Background: an optimization exercise with open tools, aiming at small area, a short achievable clock period and few clock cycles per item. Do not read the settings as production practice. At most, simulation tests tie the RTL to the original design; equivalence was not proved. Power and IR drop assume default switching activity.

==> flow/design.v <==
`default_nettype none
package frgbe_pkg;
   localparam logic [62:0] BlackThreshold = 63'h3E112E0BE826D695;
   localparam logic [10:0] OverflowExp = 11'd1150;
   localparam logic [10:0] ExpBase = 11'd894;
   localparam logic [10:0] ExpFloor = 11'd896;
   function automatic logic below_threshold(input logic [62:0] x);
      logic [63:0] g, p;
      g = '0;
      p = '1;
      for (int i = 0; i < 63; i++) begin
         if (BlackThreshold[i]) begin
            g[i] = 1'b0;
            p[i] = x[i];
         end else begin
            g[i] = x[i];
            p[i] = 1'b1;
         end
      end
      g[0] = g[0] | p[0];
      for (int w = 1; w < 64; w = w * 2) begin
         for (int i = 0; i + w < 64; i = i + 2 * w) begin
            g[i] = g[i + w] | (p[i + w] & g[i]);
            p[i] = p[i + w] & p[i];
         end
      end
      below_threshold = ~g[0];
   endfunction
endpackage
`default_nettype wire
`default_nettype none
module frgbe_max
(
   input  wire logic [63:0] in_bits,
   output logic [7:0]       out_exp,
   output logic             out_below,
   output logic             out_over
);
   logic ones, frac_nz, valid;
   logic [10:0] off;
   always_comb begin
      ones = &in_bits[62:52];
      frac_nz = |in_bits[51:0];
      valid = !in_bits[63] && !ones;
      off = in_bits[62:52] - frgbe_pkg::ExpBase;
      out_exp = (valid && in_bits[62:52] >= frgbe_pkg::ExpFloor) ? off[7:0] : 8'd0;
      out_over = !in_bits[63] && !(ones && frac_nz) &&
                 (in_bits[62:52] >= frgbe_pkg::OverflowExp);
      out_below = in_bits[63] || ones || frgbe_pkg::below_threshold(in_bits[62:0]);
   end
endmodule
`default_nettype wire
`default_nettype none
module frgbe_scale
(
   input  wire logic [7:0]  e0, e1, e2,
   input  wire logic [6:0]  f0, f1, f2,
   input  wire logic        black,
   input  wire logic        over,
   output logic [31:0]      out_word
);
   logic [8:0] d01, d02, d12;
   logic sel0, sel1, sel2;
   logic [2:0] n01, n02, n12, sh0, sh1, sh2;
   logic z0, z1, z2;
   logic [7:0] m0, m1, m2, eb;
   function automatic logic ge8(input logic [8:0] d);
      ge8 = !d[8] && (d[7:3] != 5'd0);
   endfunction
   function automatic logic le8n(input logic [8:0] d);
      le8n = d[8] && ((d[7:3] != 5'h1F) || (d[2:0] == 3'd0));
   endfunction
   always_comb begin
      d01 = {1'b0, e0} - {1'b0, e1};
      d02 = {1'b0, e0} - {1'b0, e2};
      d12 = {1'b0, e1} - {1'b0, e2};
      n01 = 3'd0 - d01[2:0];
      n02 = 3'd0 - d02[2:0];
      n12 = 3'd0 - d12[2:0];
      sel0 = !d01[8] && !d02[8];
      sel1 = !sel0 && !d12[8];
      sel2 = !sel0 && !sel1;
      z0 = (sel1 && le8n(d01)) || (sel2 && le8n(d02));
      sh0 = sel1 ? n01 : (sel2 ? n02 : 3'd0);
      z1 = (sel0 && ge8(d01)) || (sel2 && le8n(d12));
      sh1 = sel0 ? d01[2:0] : (sel2 ? n12 : 3'd0);
      z2 = (sel0 && ge8(d02)) || (sel1 && ge8(d12));
      sh2 = sel0 ? d02[2:0] : (sel1 ? d12[2:0] : 3'd0);
      m0 = {1'b1, f0} >> sh0;
      m1 = {1'b1, f1} >> sh1;
      m2 = {1'b1, f2} >> sh2;
      eb = sel0 ? e0 : (sel1 ? e1 : e2);
      if (over) out_word = '1;
      else if (black) out_word = '0;
      else out_word = {eb, z2 ? 8'd0 : m2, z1 ? 8'd0 : m1, z0 ? 8'd0 : m0};
   end
endmodule
`default_nettype wire
`default_nettype none
module float_to_rgbe_encode
(
   input  wire logic         clock,
   input  wire logic         reset,
   input  wire logic         req_tvalid,
   output logic              req_tready,
   input  wire logic [191:0] req_tdata,   
   output logic              rsp_tvalid,
   input  wire logic         rsp_tready,
   output logic [31:0]       rsp_tdata    
);
   logic adv, v1_ff, v2_ff;
   logic [31:0] w_ff, w_in;
   logic [7:0] e0, e1, e2, e0_ff, e1_ff, e2_ff;
   logic [6:0] f0_ff, f1_ff, f2_ff;
   logic b0, b1, b2, o0, o1, o2;
   logic black_ff, over_ff;
   frgbe_max u_c0 (.in_bits(req_tdata[63:0]), .out_exp(e0),
                   .out_below(b0), .out_over(o0));
   frgbe_max u_c1 (.in_bits(req_tdata[127:64]), .out_exp(e1),
                   .out_below(b1), .out_over(o1));
   frgbe_max u_c2 (.in_bits(req_tdata[191:128]), .out_exp(e2),
                   .out_below(b2), .out_over(o2));
   frgbe_scale u_scale (.e0(e0_ff), .e1(e1_ff), .e2(e2_ff), .f0(f0_ff), .f1(f1_ff), .f2(f2_ff),
                        .black(black_ff), .over(over_ff), .out_word(w_in));
   assign adv = rsp_tready;
   assign req_tready = rsp_tready;
   always_ff @(posedge clock) begin
      if (reset) begin
         v1_ff <= 1'b0;
         v2_ff <= 1'b0;
      end else if (adv) begin
         v1_ff <= req_tvalid;
         v2_ff <= v1_ff;
      end
      if (adv) begin
         e0_ff <= e0;
         e1_ff <= e1;
         e2_ff <= e2;
         f0_ff <= req_tdata[51:45];
         f1_ff <= req_tdata[115:109];
         f2_ff <= req_tdata[179:173];
         black_ff <= b0 && b1 && b2;
         over_ff <= o0 || o1 || o2;
         w_ff <= w_in;
      end
   end
   assign rsp_tvalid = v2_ff;
   assign rsp_tdata = w_ff;
endmodule
`default_nettype wire
export LEC_CHECK = 0
export ABC_AREA = 1
export CAP_MARGIN = 20
export CORE_MARGIN = 2
export CORE_UTILIZATION = 55
export CTS_BUF_LIST = sky130_fd_sc_hd__clkbuf_8
export CTS_CLUSTER_DIAMETER = 100
export CTS_CLUSTER_SIZE = 30
export SETUP_SLACK_MARGIN = 3.5
export SLEW_MARGIN = 20
create_clock -name core_clock -period 6.3 [get_ports {clock}]
standard.sh (not shown) runs the stock make flow with config.mk's settings and CLKGATE_MAP_FILE= SYNTH_SCRIPT=/design/flow/synth_recipe.tcl, a recipe that flattens the netlist after the stock synthesis.
==> flow/flow/run.sh <==
#!/bin/bash
# Standard layout, except that the port buffers are the smallest buffer cell
# instead of the delay buffer buffer_ports picks by default, and that the
# rsp_tready and req_tready pins are placed side by side (io.tcl), as the
# only path from an input port to an output port runs between them.
# Each tool's full output lands in the ORFS logs under orfs/logs; make's own
# output in make.log.
set -euo pipefail
export BUFFER_PORTS_ARGS="-buffer_cell sky130_fd_sc_hd__buf_1"
export IO_CONSTRAINTS="$PWD/flow/io.tcl"
bash standard.sh > make.log 2>&1
==> flow/flow/io.tcl <==
# keep the two ready pins next to each other
set_io_pin_constraint -group -order -pin_names {rsp_tready req_tready}
Rerun with:
--- a/flow/design.v
+++ b/flow/design.v
@@ -2,54 +2,50 @@
 package frgbe_pkg;
    localparam logic [62:0] BlackThreshold = 63'h3E112E0BE826D695;
    localparam logic [10:0] OverflowExp = 11'd1150;
    localparam logic [10:0] ExpBase = 11'd894;
    localparam logic [10:0] ExpFloor = 11'd896;
    function automatic logic below_threshold(input logic [62:0] x);
-      logic [63:0] g, p;
-      g = '0;
-      p = '1;
+      logic [63:0] lt, gt;
+      lt = '0;
+      gt = '0;
       for (int i = 0; i < 63; i++) begin
-         if (BlackThreshold[i]) begin
-            g[i] = 1'b0;
-            p[i] = x[i];
-         end else begin
-            g[i] = x[i];
-            p[i] = 1'b1;
+         lt[i] = ~x[i] & BlackThreshold[i];
+         gt[i] = x[i] & ~BlackThreshold[i];
+      end
+      for (int w = 1; w < 64; w = w * 2) begin
+         for (int i = 0; i + w < 64; i = i + 2 * w) begin
+            lt[i] = lt[i + w] | (~gt[i + w] & lt[i]);
+            gt[i] = gt[i + w] | (~lt[i + w] & gt[i]);
          end
       end
-      g[0] = g[0] | p[0];
-      for (int w = 1; w < 64; w = w * 2) begin
-         for (int i = 0; i + w < 64; i = i + 2 * w) begin
-            g[i] = g[i + w] | (p[i + w] & g[i]);
-            p[i] = p[i + w] & p[i];
-         end
-      end
-      below_threshold = ~g[0];
+      below_threshold = lt[0];
    endfunction
 endpackage
 `default_nettype wire
 `default_nettype none
 module frgbe_max
 (
    input  wire logic [63:0] in_bits,
    output logic [7:0]       out_exp,
    output logic             out_below,
+   output logic             out_inf,
    output logic             out_over
 );
    logic ones, frac_nz, valid;
    logic [10:0] off;
    always_comb begin
       ones = &in_bits[62:52];
       frac_nz = |in_bits[51:0];
       valid = !in_bits[63] && !ones;
       off = in_bits[62:52] - frgbe_pkg::ExpBase;
       out_exp = (valid && in_bits[62:52] >= frgbe_pkg::ExpFloor) ? off[7:0] : 8'd0;
-      out_over = !in_bits[63] && !(ones && frac_nz) &&
-                 (in_bits[62:52] >= frgbe_pkg::OverflowExp);
-      out_below = in_bits[63] || ones || frgbe_pkg::below_threshold(in_bits[62:0]);
+      out_inf = !in_bits[63] && ones && !frac_nz;
+      out_over = valid && (in_bits[62:52] >= frgbe_pkg::OverflowExp);
+      out_below = in_bits[63] || (ones && frac_nz) ||
+                  frgbe_pkg::below_threshold(in_bits[62:0]);
    end
 endmodule
 `default_nettype wire
 `default_nettype none
 module frgbe_scale
 (
@@ -87,14 +83,14 @@
       z2 = (sel0 && ge8(d02)) || (sel1 && ge8(d12));
       sh2 = sel0 ? d02[2:0] : (sel1 ? d12[2:0] : 3'd0);
       m0 = {1'b1, f0} >> sh0;
       m1 = {1'b1, f1} >> sh1;
       m2 = {1'b1, f2} >> sh2;
       eb = sel0 ? e0 : (sel1 ? e1 : e2);
-      if (over) out_word = '1;
-      else if (black) out_word = '0;
+      if (black) out_word = '0;
+      else if (over) out_word = '1;
       else out_word = {eb, z2 ? 8'd0 : m2, z1 ? 8'd0 : m1, z0 ? 8'd0 : m0};
    end
 endmodule
 `default_nettype wire
 `default_nettype none
 module float_to_rgbe_encode
@@ -109,20 +105,20 @@
    output logic [31:0]       rsp_tdata    
 );
    logic adv, v1_ff, v2_ff;
    logic [31:0] w_ff, w_in;
    logic [7:0] e0, e1, e2, e0_ff, e1_ff, e2_ff;
    logic [6:0] f0_ff, f1_ff, f2_ff;
-   logic b0, b1, b2, o0, o1, o2;
+   logic b0, b1, b2, i0, i1, i2, o0, o1, o2;
    logic black_ff, over_ff;
    frgbe_max u_c0 (.in_bits(req_tdata[63:0]), .out_exp(e0),
-                   .out_below(b0), .out_over(o0));
+                   .out_below(b0), .out_inf(i0), .out_over(o0));
    frgbe_max u_c1 (.in_bits(req_tdata[127:64]), .out_exp(e1),
-                   .out_below(b1), .out_over(o1));
+                   .out_below(b1), .out_inf(i1), .out_over(o1));
    frgbe_max u_c2 (.in_bits(req_tdata[191:128]), .out_exp(e2),
-                   .out_below(b2), .out_over(o2));
+                   .out_below(b2), .out_inf(i2), .out_over(o2));
    frgbe_scale u_scale (.e0(e0_ff), .e1(e1_ff), .e2(e2_ff), .f0(f0_ff), .f1(f1_ff), .f2(f2_ff),
                         .black(black_ff), .over(over_ff), .out_word(w_in));
    assign adv = rsp_tready;
    assign req_tready = rsp_tready;
    always_ff @(posedge clock) begin
       if (reset) begin
@@ -137,13 +133,13 @@
          e1_ff <= e1;
          e2_ff <= e2;
          f0_ff <= req_tdata[51:45];
          f1_ff <= req_tdata[115:109];
          f2_ff <= req_tdata[179:173];
          black_ff <= b0 && b1 && b2;
-         over_ff <= o0 || o1 || o2;
+         over_ff <= i0 || i1 || i2 || o0 || o1 || o2;
          w_ff <= w_in;
       end
    end
    assign rsp_tvalid = v2_ff;
    assign rsp_tdata = w_ff;
 endmodule
The new run passed the timing, DRC and antenna checks. Cell area goes down slightly. Area after synthesis rose slightly. Wire length rises by a few percent. Via count climbs slightly. Setup slack improves by 0.012 ns. Total power drops slightly. Fmax goes up slightly. Clock skew hardly moves. Die area grows slightly.
Testbench counts after the change, summed over its fixed seeds: cycles 9,616, items 9,600.
Only the layout flow was run in the first run of this note; the RTL was not checked for function there.

==> static timing again, ports no longer ideal <==
How much do the figures lean on ideal ports? The routed layouts below were timed once more, with nothing changed but the port constraints.
Step 1 (the two cells are an assumption about what drives the block):
set clk [get_ports {clock}]
set_driving_cell -lib_cell sky130_fd_sc_hd__clkbuf_16 $clk
set_driving_cell -lib_cell sky130_fd_sc_hd__buf_2 [delete_from_list [all_inputs] $clk]
Step 2 moves the port delays by t, midway between the first and last clock arrival at a register: inputs arrive t later, outputs are due t later. That takes back most of the time a late clock gives input paths.
Three values: ideal ports, drivers, drivers and shift; two values: the first two.
run	t (ns)	setup slack, ns	clock arrival spread, ns
the first run	0.392	3.524 / 3.373 / 3.373	0.011 / 0.012
the second run	0.388	3.536 / 3.512 / 3.437	0.011 / 0.012
After both steps setup and hold are still met in every run listed. The setup slack of the first run, which loses most, moves by -0.151 ns with the drivers and by -0.151 ns with both steps.
